Context: an optimization exercise on an open-source flow, tuned for small area, a short achievable clock period and few clock cycles per item. The choices shown serve that exercise and are no tape-out recipe. The RTL was checked by simulation tests, not by an equivalence proof against the original design. Power figures rest on the tool's default switching activity, not on a simulated workload.

--- flow/design.v ---
package dmc_pkg;
    localparam int DMC_LINES       = 16;
    localparam int DMC_BLOCK_BYTES = 4;
    localparam int DMC_MEM_BYTES   = 256;
    localparam int DMC_ADDR_W = 8;
    localparam int DMC_DATA_W = 8;
    localparam int DMC_OP_W   = 2;
    typedef enum logic [DMC_OP_W-1:0] {
        OP_READ    = 2'd0,
        OP_WRITE   = 2'd1,
        OP_PRELOAD = 2'd2,
        OP_NOP     = 2'd3
    } op_t;
    typedef enum logic [6:0] {
        ST_IDLE   = 7'b0000001,
        ST_LOOKUP = 7'b0000010,
        ST_FILL   = 7'b0000100,
        ST_DRAIN  = 7'b0001000,
        ST_RDWAIT = 7'b0010000,
        ST_UPD    = 7'b0100000,
        ST_DONE   = 7'b1000000
    } state_t;
endpackage
module dmc_ram (
    input  logic        aclk,
    input  logic [3:0]  wtag_ohn,
    input  logic [15:0] widx_ohn,
    input  logic [3:0]  woff_ohn,
    input  logic [7:0]  wdata,
    input  logic [63:0] rblk_oh,
    output logic [31:0] rblock
);
    logic [31:0] mem [64];
    always_ff @(posedge aclk) begin
        for (int t = 0; t < 4; t++) begin
            for (int i = 0; i < 16; i++) begin
                for (int b = 0; b < 4; b++) begin
                    if (!(wtag_ohn[t] || widx_ohn[i] || woff_ohn[b])) begin
                        mem[16 * t + i][8*b +: 8] <= wdata;
                    end
                end
            end
        end
    end
    always_comb begin
        rblock = '0;
        for (int j = 0; j < 64; j++) begin
            rblock = rblock | (mem[j] & {32{rblk_oh[j]}});
        end
    end
endmodule
module dmc_tag_store (
    input  logic        aclk,
    input  logic        aresetn,
    input  logic [15:0] we_oh,
    input  logic [1:0]  wtag,
    input  logic [31:0] wline,
    input  logic [15:0] ridx_oh,
    output logic        rvalid,
    output logic [1:0]  rtag,
    output logic [31:0] rline
);
    logic        valid_reg [16];
    logic [1:0]  tag_reg   [16];
    logic [31:0] line_reg  [16];
    always_ff @(posedge aclk) begin
        for (int i = 0; i < 16; i++) begin
            if (!aresetn) begin
                valid_reg[i] <= 1'b0;
            end else if (we_oh[i]) begin
                valid_reg[i] <= 1'b1;
            end
            if (we_oh[i]) begin
                tag_reg[i]  <= wtag;
                line_reg[i] <= wline;
            end
        end
    end
    always_comb begin
        rvalid = 1'b0;
        rtag   = '0;
        rline  = '0;
        for (int i = 0; i < 16; i++) begin
            rvalid = rvalid | (valid_reg[i] & ridx_oh[i]);
            rtag   = rtag   | (tag_reg[i]   & {2{ridx_oh[i]}});
            rline  = rline  | (line_reg[i]  & {32{ridx_oh[i]}});
        end
    end
endmodule
module direct_mapped_write_through_cache (
    input  logic                            aclk,
    input  logic                            aresetn,
    input  logic                            s_valid,
    output logic                            s_ready,
    input  logic [dmc_pkg::DMC_OP_W-1:0]    s_opcode,
    input  logic [dmc_pkg::DMC_ADDR_W-1:0]  s_addr,
    input  logic [dmc_pkg::DMC_DATA_W-1:0]  s_write_data,
    output logic                            m_valid,
    input  logic                            m_ready,
    output logic [dmc_pkg::DMC_DATA_W-1:0]  m_read_data,
    output logic                            m_hit
);
    localparam int SD = 3;    
    logic        a_valid;
    logic [1:0]  a_op;
    logic [7:0]  a_addr;
    logic [7:0]  a_wd;
    logic [15:0] a_idx_oh;
    logic [3:0]  a_tag_oh;
    logic [63:0] a_blk_oh;    
    logic        b_valid;
    logic        b_rd, b_wr, b_pl;
    logic [7:0]  b_addr;
    logic [7:0]  b_wd;
    logic        b_rw;        
    logic        b_wp;        
    logic [15:0] b_lwe;       
    logic [3:0]  b_wtag_ohn;  
    logic [15:0] b_idx_ohn;   
    logic [3:0]  b_off_ohn;   
    logic [3:0]  b_off_oh;
    logic [31:0] b_blk;       
    logic [3:0]  b_mfwd;      
    logic [7:0]  b_pwd;       
    logic [31:0] b_line;      
    logic [1:0]  b_tag;
    logic        b_v;
    logic       o_valid;
    logic [7:0] o_data, o_data_n;
    logic       o_hit, o_hit_n;
    logic       s_valid_q [SD];
    logic [7:0] s_data    [SD];
    logic       s_hit     [SD];
    logic [4:1] cnt;          
    logic       ready_reg;
    logic        accept, pop, hold;
    logic [31:0] rd_blk, rd_line;
    logic [1:0]  rd_tag;
    logic        rd_v;
    logic        a_rw, a_wp;
    logic        hit;
    logic [31:0] blk_f, base, line_new;
    logic [7:0]  res_data;
    logic        res_hit;
    logic        lfwd;
    logic [3:0]  mfwd;
    assign accept = s_valid && ready_reg;
    assign pop    = o_valid && m_ready;
    assign hold   = o_valid && !m_ready;
    assign a_rw = aresetn && a_valid && (a_op == dmc_pkg::OP_READ || a_op == dmc_pkg::OP_WRITE);
    assign a_wp = aresetn && a_valid && (a_op == dmc_pkg::OP_WRITE || a_op == dmc_pkg::OP_PRELOAD);
    dmc_tag_store u_tags (
        .aclk    (aclk),
        .aresetn (aresetn),
        .we_oh   (b_lwe),
        .wtag    (b_addr[7:6]),
        .wline   (line_new),
        .ridx_oh (a_idx_oh),
        .rvalid  (rd_v),
        .rtag    (rd_tag),
        .rline   (rd_line)
    );
    dmc_ram u_main_ram (
        .aclk    (aclk),
        .wtag_ohn (b_wtag_ohn),
        .widx_ohn (b_idx_ohn),
        .woff_ohn (b_off_ohn),
        .wdata   (b_wd),
        .rblk_oh (a_blk_oh),
        .rblock  (rd_blk)
    );
    assign lfwd = b_rw && (b_addr[5:2] == a_addr[5:2]);
    always_comb begin
        for (int k = 0; k < 4; k++) begin
            mfwd[k] = b_wp && (b_addr[7:2] == a_addr[7:2]) && b_off_oh[k];
        end
    end
    assign hit = b_v && (b_tag == b_addr[7:6]);
    always_comb begin
        for (int k = 0; k < 4; k++) begin
            blk_f[8*k +: 8]    = b_mfwd[k] ? b_pwd : b_blk[8*k +: 8];
            base[8*k +: 8]     = hit ? b_line[8*k +: 8] : blk_f[8*k +: 8];
            line_new[8*k +: 8] = (b_wr && b_off_oh[k]) ? b_wd : base[8*k +: 8];
        end
    end
    always_comb begin
        res_data = '0;
        if (b_rd) begin
            for (int k = 0; k < 4; k++) begin
                res_data = res_data | (base[8*k +: 8] & {8{b_off_oh[k]}});
            end
        end else if (b_wr || b_pl) begin
            res_data = b_wd;
        end
        res_hit = (b_rd || b_wr) && hit;
    end
    always_ff @(posedge aclk) begin
        a_op   <= s_opcode;
        a_addr <= s_addr;
        a_wd   <= s_write_data;
        for (int i = 0; i < 16; i++) begin
            a_idx_oh[i] <= (s_addr[5:2] == 4'(i));
        end
        for (int t = 0; t < 4; t++) begin
            a_tag_oh[t] <= (s_addr[7:6] == 2'(t));
        end
        for (int j = 0; j < 64; j++) begin
            a_blk_oh[j] <= accept && (s_addr[7:2] == 6'(j));
        end
        b_rd   <= (a_op == dmc_pkg::OP_READ);
        b_wr   <= (a_op == dmc_pkg::OP_WRITE);
        b_pl   <= (a_op == dmc_pkg::OP_PRELOAD);
        b_addr <= a_addr;
        b_wd   <= a_wd;
        b_rw   <= a_rw;
        b_wp   <= a_wp;
        for (int i = 0; i < 16; i++) begin
            b_lwe[i]     <= a_rw && a_idx_oh[i];
            b_idx_ohn[i] <= !a_idx_oh[i];
        end
        for (int t = 0; t < 4; t++) begin
            b_wtag_ohn[t] <= !(a_wp && a_tag_oh[t]);
        end
        for (int k = 0; k < 4; k++) begin
            b_off_oh[k]  <= (a_addr[1:0] == 2'(k));
            b_off_ohn[k] <= (a_addr[1:0] != 2'(k));
        end
        b_blk  <= rd_blk;
        b_mfwd <= mfwd;
        b_pwd  <= b_wd;
        b_line <= lfwd ? line_new : rd_line;
        b_tag  <= lfwd ? b_addr[7:6] : rd_tag;
        b_v    <= lfwd ? 1'b1 : rd_v;
        if (!aresetn) begin
            a_valid <= 1'b0;
            b_valid <= 1'b0;
        end else begin
            a_valid <= accept;
            b_valid <= a_valid;
        end
    end
    always_ff @(posedge aclk) begin
        logic       o_take_q;
        logic       o_take_r;
        logic       r_to_q;
        logic       shift;
        o_take_q = !hold && s_valid_q[0];
        o_take_r = !hold && !s_valid_q[0];
        shift    = o_take_q;
        r_to_q   = b_valid && !o_take_r;
        if (hold) begin
            o_data <= ~o_data_n;
            o_hit  <= ~o_hit_n;
        end else if (s_valid_q[0]) begin
            o_data <= s_data[0];
            o_hit  <= s_hit[0];
        end else begin
            o_data <= res_data;
            o_hit  <= res_hit;
        end
        if (!hold) begin
            o_data_n <= ~(s_valid_q[0] ? s_data[0] : res_data);
            o_hit_n  <= ~(s_valid_q[0] ? s_hit[0]  : res_hit);
        end
        for (int i = 0; i < SD; i++) begin
            logic nv;
            logic take;
            nv   = (i + 1 < SD) ? s_valid_q[(i + 1) % SD] : 1'b0;
            take = r_to_q && (shift ? (s_valid_q[i] && !nv)
                                    : (!s_valid_q[i] && (i == 0 || s_valid_q[(i + SD - 1) % SD])));
            if (take) begin
                s_data[i] <= res_data;
                s_hit[i]  <= res_hit;
            end else if (shift && (i + 1 < SD)) begin
                s_data[i] <= s_data[(i + 1) % SD];
                s_hit[i]  <= s_hit[(i + 1) % SD];
            end
            if (!aresetn) begin
                s_valid_q[i] <= 1'b0;
            end else if (take) begin
                s_valid_q[i] <= 1'b1;
            end else if (shift) begin
                s_valid_q[i] <= nv;
            end
        end
        if (!aresetn) begin
            o_valid <= 1'b0;
        end else begin
            o_valid <= hold || s_valid_q[0] || b_valid;
        end
    end
    always_ff @(posedge aclk) begin
        if (!aresetn) begin
            cnt       <= '0;
            ready_reg <= 1'b1;
        end else begin
            if (accept && !pop) begin
                cnt <= {cnt[3:1], 1'b1};
            end else if (pop && !accept) begin
                cnt <= {1'b0, cnt[4:2]};
            end
            ready_reg <= !(!pop && (cnt[4] || (cnt[3] && s_valid)));
        end
    end
    assign s_ready     = ready_reg;
    assign m_valid     = o_valid;
    assign m_read_data = o_data;
    assign m_hit       = o_hit;
endmodule
--- flow/run.sh ---
#!/bin/bash
# synth_recipe.tcl (not shown) runs the flow's synth.tcl, then flattens the netlist and writes it again
# the make line also repeats each setting of config.mk as NAME=value (left out here)
make -C /OpenROAD-flow-scripts/flow DESIGN_CONFIG=/design/flow/config.mk WORK_HOME=/design/flow/orfs CLKGATE_MAP_FILE= SYNTH_SCRIPT=/design/flow/synth_recipe.tcl finish
--- flow/config.mk ---
export PLATFORM = sky130hd
export DESIGN_NAME = direct_mapped_write_through_cache
export DESIGN_NICKNAME = direct_mapped_write_through_cache
export VERILOG_FILES = /design/flow/design.v
export SDC_FILE = /design/flow/constraint.sdc
export NUM_CORES = 4
export LEC_CHECK = 0
export ABC_CLOCK_PERIOD_IN_PS = 2300
export CAP_MARGIN = 20
export CORE_MARGIN = 2
export CORE_UTILIZATION = 70
export CTS_CLUSTER_DIAMETER = 80
export CTS_CLUSTER_SIZE = 28
export SETUP_SLACK_MARGIN = 3.5
export SLEW_MARGIN = 20
--- flow/constraint.sdc ---
create_clock -name core_clock -period 6.0 [get_ports {aclk}]
set_input_delay 1.2000 -clock core_clock [delete_from_list [all_inputs] [get_ports {aclk}]]
set_output_delay 1.2000 -clock core_clock [all_outputs]
set_load 0.01 [all_outputs]
==> results.txt, run 1 <==
Synth Flop Type=edfxtp_1; fillcell total=between 8000 and 9000; net count after synthesis=5745; CTS Buf Count=120; Syn Area/Cell=18.1 um^2; Setup Skew=~0.036 ns; NumNets Final=5924; final hold vios=0; Synth area leader=edfxtp_1; H-Tree Level Count=3; clk slew on worst S/H paths=0.10 ns; Seq/Total Area, Yosys=81.5%; Leakage=0.0361 uW; gpl congestion=0.973; initial antenna violation count=30; grt ovf=0; Total Wirelength=366000 um; final critical-path share of the clock period=45.2%; top-count cell post-synth=edfxtp_1; Post-synth EDFFs=2628; number of max-cap violations=0; pre-CTS setup slack=1.85 ns; Reg power frac=66.0%; RSZ-0062 raised after global routing=true; relative max-transition margin=16.4%; VDD IR max=373 uV; Worst-Margin Slew=about 1.2 ns; largest family of logic cells by synthesized area=compound AO/OA/AOI/OAI gates; Die Y=389 um; Iter 0 DRT Violations=14200; max reg flops=2048; worst setup margin=around 3.3 ns; outcome=timing/DRC/antenna clean; worst-skew pair later-pin latency=around 0.8 ns; capturing point of the worst reg2reg path=s_data[0][4]$_DFFE_PP_; DIE AREA=151000 um^2; setup tns final=0 ns; switch share=a little over a fifth; cell area after synthesis=104000 um^2; clock network fraction of total power=30.3%; Area Growth Syn to Fin=9.36%; achievable frequency=about 370 MHz; vias per cell=8.25; CTS tree=done; Detail Route Antenna Nets=0; largest net degree at the start of global routing=174; top cell type's share of synthesized area=76.1%; WP data required=6.54 ns; Post-Synth Simple-Gate Area=4.06%; hold wc startpoint=a_wd[7]$_DFF_P_; maximum root-to-sink buffer count=3; CP Cell Sequence=mux2_4 > a222oi_1 > mux2i_2 > buf_4 > o31ai_4 > o21ai_1; synthesis warning total=10; CP Launch Type=flop; Post-route DRC=0; CTS Sinks=2908; RR Startpoint=b_mfwd[3]$_DFF_P_; io pins=33; Synth Register Bits=2908; GRT Overall Usage=roughly 48%; crit path DAT=3.25 ns; Post-synth top cells=edfxtp_1, a221oi_1, a22o_1, clkbuf_1, dfxtp_1; Die Span X=389 um; count of pins over their slew limit=0; Yosys cell types=53; Worst path slowest cell=a222oi_1; cell area power density=about 300 nW/um^2; Starting Density=70.3%; layout cell share with drive strength beyond 1=15.8%; CP max stage delay=between 0.9 and 1 ns; XOR/XNOR Fraction of Synth Area=less than 1%; Async SR Flop Fraction=0%; Mapped Cells=5719; P_sw=just over 7000 uW; buffers and inverters on the worst path=1; post-DP HPWL=about 210000 um; crit-path leading delay family=compound AO/OA/AOI/OAI gates; Worst Hold Depth=0; CP Max Fanout=4; num rows=approximately 140; vias in the first global route=59100; # setup viols final=0; DR vias=65700; Gate power share=3.6%; HP Class=reg -> reg; Hold EP=b_wd[7]$_DFF_P_; flop-to-flop setup slack=3.29 ns; routed length per instance=46.1 um; Synth Area in Adders=0.0482%; Int Pwr=26800 uW; Setup CP Type=reg -> reg; minimum clock period=2.71 ns; largest cells by area after synthesis=edfxtp_1, dfxtp_1, a221oi_1; Core ar.=147000 um^2; PortBufs=32; post-synthesis mux area share=0.843%; CP endpoint kind=flop; Initial DRT Pass Iterations=9; root buf cell=clkbuf_16; R2R depth=6; first-pass GRT wire length=487000 um; compound-cell area share of the yosys netlist=11.9%
==> cells in the final DEF (no fill, tap or decap), drive strengths merged, types with 20 or more instances in the layout <==
| cell type | netlist | layout |
|---|---|---|
| inv | 49 | 62 |
| nor3 | 221 | 221 |
| o21a | 26 | 26 |
| or4 | 32 | 32 |
| and2 | 37 | 37 |
| mux2 | 67 | 67 |
| nand4 | 155 | 155 |
| dfxtp | 280 | 280 |
| diode | 0 | 25 |
| o21ai | 39 | 39 |
| clkbuf | 309 | 191 |
| nor2 | 153 | 153 |
| buf | 78 | 421 |
| clkdlybuf4s50 | 0 | 20 |
| a22oi | 132 | 132 |
| a31oi | 32 | 32 |
| edfxtp | 2628 | 2628 |
| nand3 | 43 | 44 |
| nand2 | 140 | 140 |
| a221oi | 586 | 586 |
| a22o | 586 | 586 |
==> power by group through the flow <==
stage | sequential, uW | clock (uW) | combinational, uW
6_report | 22500 | 10300 | 1240
5_1_grt | 22500 | 10900 | 1270
4_1_cts | 22500 | 10200 | 1130
3_5_place_dp | 22900 | 0 | 1090
3_3_place_gp | 22900 | 0 | 1060
2_1_floorplan | 22900 | 0 | 497
==> layer usage <==
metal / track usage [%] / vias up / routed length (um)
met3: 20.9 / 1440 / 73500
met1: 66.3 / 32400 / 117000
met5: 0.128 / - / 274
met2: 65.5 / 7590 / 152000
li1: - / 24200 / -
met4: 24.4 / 34 / 23900
==> what timing repair did <==
item | 4_1_cts | 5_1_grt
buffers inserted | 16 | 23
setup endpoints to repair | 540 | 471
hold buffers | 0 | 0
cloned | 2 | 0
hold endpoints to repair | 0 | 0
pin swaps | 22 | 33
gates resized for setup | 177 | 70
==> layout make-up <==
cell class | count | area [um^2] | area share [%]
inverters | 49 | 188 | 0.165
diodes | 25 | 62.6 | 0.0551
flip-flops and latches | 2908 | 84800 | 74.7
well taps | 1930 | 2410 | 2.13
repair buffers | 442 | 3770 | 3.32
clock buffers | 191 | 3430 | 3.02
clock inverters | 35 | 392 | 0.345
repair inverters | 1 | 5.00 | 0.00441
multi-input cells | 2376 | 18400 | 16.2
==> worst max-delay path by stage <==
stage	slack, ns	depth (start not counted)	end	from
floorplan	3.50	5	s_hit[1]$_DFFE_PP_	m_ready
global placement	1.60	6	s_hit[1]$_DFFE_PP_	m_ready
detailed placement	1.85	6	s_hit[0]$_DFFE_PP_	m_ready
CTS	3.38	5	b_blk[19]$_DFF_P_	a_blk_oh[6]$_DFF_P_
global route	3.35	6	s_data[0][4]$_DFFE_PP_	b_mfwd[3]$_DFF_P_
finish	3.29	6	s_data[0][4]$_DFFE_PP_	b_mfwd[3]$_DFF_P_
==> cells by family after synthesis <==
logic type | Yosys count
muxes | 79
DFF | 2908
and+or+nand+nor | 829
AOI/OAI and AO/OA | 1453
buffers and inverters | 436
xor gates and xnor gates | 10
adders and majority gates | 4
==> per-stage QoR <==
step / instance area [um^2] / hold slack [ns] / total power [uW] / instances / utilization (%)
3_5_place_dp: 108000 / 0.312 / 24000 / 7663 / 73.4
5_1_grt: 113000 / 0.338 / 34600 / 7932 / 76.9
4_1_cts: 113000 / 0.331 / 33800 / 7907 / 76.5
3_3_place_gp: 108000 / 0.311 / 24000 / 7662 / 73.4
6_report: 113000 / 0.330 / 34000 / 7957 / 76.9
2_1_floorplan: 104000 / 0.309 / 23400 / 5719 / -
Testbench counts, summed over its fixed seeds: cycles 12,024, items 12,000.
==> run 2: changes to the inputs <==
--- a/flow/design.v
+++ b/flow/design.v
@@ -23,8 +23,7 @@
 endpackage
 module dmc_ram (
     input  logic        aclk,
-    input  logic [3:0]  wtag_ohn,
-    input  logic [15:0] widx_ohn,
+    input  logic [63:0] wblk_ohn,
     input  logic [3:0]  woff_ohn,
     input  logic [7:0]  wdata,
     input  logic [63:0] rblk_oh,
@@ -32,12 +31,10 @@
 );
     logic [31:0] mem [64];
     always_ff @(posedge aclk) begin
-        for (int t = 0; t < 4; t++) begin
-            for (int i = 0; i < 16; i++) begin
-                for (int b = 0; b < 4; b++) begin
-                    if (!(wtag_ohn[t] || widx_ohn[i] || woff_ohn[b])) begin
-                        mem[16 * t + i][8*b +: 8] <= wdata;
-                    end
+        for (int j = 0; j < 64; j++) begin
+            for (int b = 0; b < 4; b++) begin
+                if (!(wblk_ohn[j] || woff_ohn[b])) begin
+                    mem[j][8*b +: 8] <= wdata;
                 end
             end
         end
@@ -115,10 +112,10 @@
     logic        b_rw;        
     logic        b_wp;        
     logic [15:0] b_lwe;       
-    logic [3:0]  b_wtag_ohn;  
-    logic [15:0] b_idx_ohn;   
+    logic [63:0] b_mwe_n;     
     logic [3:0]  b_off_ohn;   
     logic [3:0]  b_off_oh;
+    logic [3:0]  b_wr_off;    
     logic [31:0] b_blk;       
     logic [3:0]  b_mfwd;      
     logic [7:0]  b_pwd;       
@@ -162,8 +159,7 @@
     );
     dmc_ram u_main_ram (
         .aclk    (aclk),
-        .wtag_ohn (b_wtag_ohn),
-        .widx_ohn (b_idx_ohn),
+        .wblk_ohn (b_mwe_n),
         .woff_ohn (b_off_ohn),
         .wdata   (b_wd),
         .rblk_oh (a_blk_oh),
@@ -180,7 +176,7 @@
         for (int k = 0; k < 4; k++) begin
             blk_f[8*k +: 8]    = b_mfwd[k] ? b_pwd : b_blk[8*k +: 8];
             base[8*k +: 8]     = hit ? b_line[8*k +: 8] : blk_f[8*k +: 8];
-            line_new[8*k +: 8] = (b_wr && b_off_oh[k]) ? b_wd : base[8*k +: 8];
+            line_new[8*k +: 8] = b_wr_off[k] ? b_wd : base[8*k +: 8];
         end
     end
     always_comb begin
@@ -215,15 +211,17 @@
         b_rw   <= a_rw;
         b_wp   <= a_wp;
         for (int i = 0; i < 16; i++) begin
-            b_lwe[i]     <= a_rw && a_idx_oh[i];
-            b_idx_ohn[i] <= !a_idx_oh[i];
+            b_lwe[i] <= a_rw && a_idx_oh[i];
         end
         for (int t = 0; t < 4; t++) begin
-            b_wtag_ohn[t] <= !(a_wp && a_tag_oh[t]);
+            for (int i = 0; i < 16; i++) begin
+                b_mwe_n[16 * t + i] <= !(a_wp && a_tag_oh[t] && a_idx_oh[i]);
+            end
         end
         for (int k = 0; k < 4; k++) begin
             b_off_oh[k]  <= (a_addr[1:0] == 2'(k));
             b_off_ohn[k] <= (a_addr[1:0] != 2'(k));
+            b_wr_off[k]  <= (a_op == dmc_pkg::OP_WRITE) && (a_addr[1:0] == 2'(k));
         end
         b_blk  <= rd_blk;
         b_mfwd <= mfwd;
==> run 2 against run 1 <==
Clock skew is 0.0025 ns lower. Still clean. Clock power hardly changed. Critical path depth is 1 lower. Core utilization is 0.18 points lower. Highest routed layer unchanged. Worst hold slack better by 0.0025 ns. Critical endpoint is now b_blk[21]$_DFF_P_. Sequential share of layout area is 0.85 points higher. Total power is 1.1% higher. Maximum frequency is 3.1% higher.
==> results.txt, run 2 <==
outcome=timing/DRC/antenna clean; Die Span X=390 um; # setup viols final=0; Initial DRT Pass Iterations=10; CP Cell Sequence=buf_6 > a22o_1 > a221oi_1 > nand4_1 > or4_1; CTS Sinks=roughly 3000; commonest non-fill, non-tap cell in the layout=edfxtp_1; io pins=33; Leakage=roughly 0.036 uW; largest cells by area after synthesis=edfxtp_1, dfxtp_1, a221oi_1; post-DP HPWL=215000 um; NumNets Final=5870; CP max stage delay=0.66 ns; cell area after synthesis=104000 um^2; CP Max Fanout=20; largest net degree at the start of global routing=about 190; initial antenna violation count=31; cell area power density=303 nW/um^2; root buf cell=clkbuf_16; synthesis warning total=10; Reg power frac=between 60% and 70%; Syn Area/Cell=18.2 um^2; final critical-path share of the clock period=43.9%; RSZ-0062 raised after global routing=true; vias in the first global route=58600; Worst-Margin Slew=1.26 ns; CP endpoint kind=flop; Post-synth EDFFs=2628; Detail Route Antenna Nets=0; Post-CTS Hold Buffers=0; CTS Buf Count=121; Synth area leader=edfxtp_1; GRT Overall Usage=around 50%; achievable frequency=380 MHz; design area=113000 um^2; Async SR Flop Fraction=0%; Placement Cell Area=roughly 110000 um^2; Area Growth Syn to Fin=8.67%; Mapped Cells=5726; DR vias=65200; top cell type's share of synthesized area=between 70% and 80%; worst setup margin=3.37 ns; routed length per instance=47.6 um; Synth Register Bits=2956; maximum root-to-sink buffer count=3; Setup CP Type=reg -> reg; P_sw=7280 uW; Int Pwr=27100 uW; Post-route DRC=0; H-Tree Level Count=3; crit path DAT=around 3.3 ns; Worst path slowest cell=or4_1; relative max-transition margin=between 10% and 20%; CP Launch Type=flop; CTS tree=done; top-count cell post-synth=edfxtp_1; WP data required=around 6.7 ns; switch share=21.1%; vias per cell=approximately 8.3; grt ovf=0; crit-path leading delay family=simple AND/OR/NAND/NOR gates; clk slew on worst S/H paths=0.11 ns; Seq/Total Area, Yosys=81.9%; HP Class=reg -> reg; final std cells w/o fill=7894; Synth Flop Type=edfxtp_1; Die Y=390 um; VDD IR max=355 uV; net count after synthesis=about 5800; final hold vios=0; count of pins over their slew limit=0; worst-skew pair later-pin latency=0.83 ns; Setup Skew=0.0331 ns; max reg flops=2048; first-pass GRT wire length=495000 um; setup tns final=0 ns; number of max-cap violations=0; num rows=between 100 and 150; Yosys cell types=52; gpl congestion=0.975; PortBufs=32; most frequent cells in the layout=edfxtp_1, a22o_1, a221oi_1; layout cell share with drive strength beyond 1=14.4%; Core ar.=148000 um^2; DIE AREA=152000 um^2; pre-CTS setup slack=2.03 ns; Gate power share=3.4%; clock network fraction of total power=30.4%; buffers and inverters on the worst path=1; minimum clock period=2.63 ns; Starting Density=a little over two thirds; Inst Count DP=7627; Total Wirelength=approximately 380000 um; Post-synth top cells=edfxtp_1, a221oi_1, a22o_1, nor2_1, dfxtp_1; Iter 0 DRT Violations=15200
==> run 2: worst reg2reg max path: cells and delay by family, from the launching register on <==
family / cells / cell delay [ns]
AOI/OAI and AO/OA: 2 / 0.53
buffers and inverters: 1 / 0.32
DFF: 1 / 0.54
and+or+nand+nor: 2 / 1.15
==> run 2: stage by stage <==
step	total power [uW]	util, %	hold WS (ns)
after floorplan	23700	-	0.309
after global placement	24200	73.3	0.309
after global routing	34900	76.7	0.337
after CTS	34200	76.4	0.333
final	34400	76.8	0.332
after detailed placement	24300	73.3	0.315
==> run 2: repair_timing <==
item	4_1_cts	5_1_grt
cloned	1	1
buffers inserted	5	14
pin swaps	10	19
endpoints found under the setup margin	656	96
gates resized for setup	193	67
==> run 2: cell type report <==
| class | instances | area, um^2 |
|---|---|---|
| multi-input cells | 2397 | 18300 |
| diodes | 12 | 30.0 |
| clock buffers | 202 | 3550 |
| well taps | 1930 | 2410 |
| repair buffers | 335 | 2980 |
| clock inverters | 29 | 297 |
| inverters | 32 | 124 |
| fillers | 8354 | 34400 |
| repair inverters | 1 | 7.51 |
| flip-flops and latches | 2956 | 85800 |
==> run 2: cells by family (layout without fill, tap and decap cells) <==
group           after synthesis  in the layout  share of synthesized area, %
compound gates             1471           1471                          12.0
xor+xnor                     10             10                        0.0983
fa+ha+maj                     4              4                        0.0479
buf+inv                     373            599                          1.39
flops                      2956           2956                          81.9
mux                          93             93                         0.965
other cells                   0             12                             0
simple gates                819            819                          3.67
==> run 2: final timing paths <==
| kind | start | endpoint | slack, ns | cells past startpoint |
|---|---|---|---|---|
| setup / recovery | a_blk_oh[47]$_DFF_P_ | b_blk[21]$_DFF_P_ | 3.37 | 5 |
| hold / removal | a_wd[3]$_DFF_P_ | b_wd[3]$_DFF_P_ | 0.33 | 0 |
| setup reg to reg | a_blk_oh[47]$_DFF_P_ | b_blk[21]$_DFF_P_ | 3.37 | 5 |
| hold reg to reg | a_wd[3]$_DFF_P_ | b_wd[3]$_DFF_P_ | 0.33 | 0 |
==> run 2: per-layer routing <==
metal / track usage, % / wire [um] / vias to the layer above
met4: 26.2 / 27200 / 37
met1: 66.8 / 118000 / 31900
met2: 66.0 / 152000 / 7706
li1: - / - / 23900
met5: 0.893 / 400 / -
met3: 23.1 / 78300 / 1543
==> run 2: power by group through the flow <==
stage,Sequential (uW),Combinational [uW],Clock [uW]
floorplan,23200,483,0
global placement,23200,1010,0
detailed placement,23200,1040,0
CTS,22800,1080,10300
global route,22800,1200,10900
finish,22800,1170,10500
Testbench counts of run 2, summed over its fixed seeds: cycles 12,024, items 12,000.

port drivers added, routing unchanged:
How much do the figures lean on ideal ports? The routed layouts below were timed once more, with nothing changed but the port constraints. Step 1: set_driving_cell puts a clkbuf_16 on aclk and a buf_2 on each other input, an assumption about the parent block. Step 2 adds t to the input delays and takes it off the output delays; t is the mean of the earliest and latest rising clock arrival at the registers after step 1. Input paths then give back, and output paths get back, about the clock's delay inside the block. Slacks: ideal / step 1 / step 2; pairs: ideal / step 1.
| run | shift t [ns] | setup slack, ns | cell pins on the clock port's net |
|---|---|---|---|
| run 1 | 0.898 | 3.286 / 3.286 / 2.732 | 1 |
| run 2 | 0.903 | 3.368 / 3.368 / 2.671 | 1 |
After both steps every run listed still meets setup and hold. The setup slack of run 2, which loses most, moves by 0.000 ns with the drivers and by -0.697 ns with both steps.
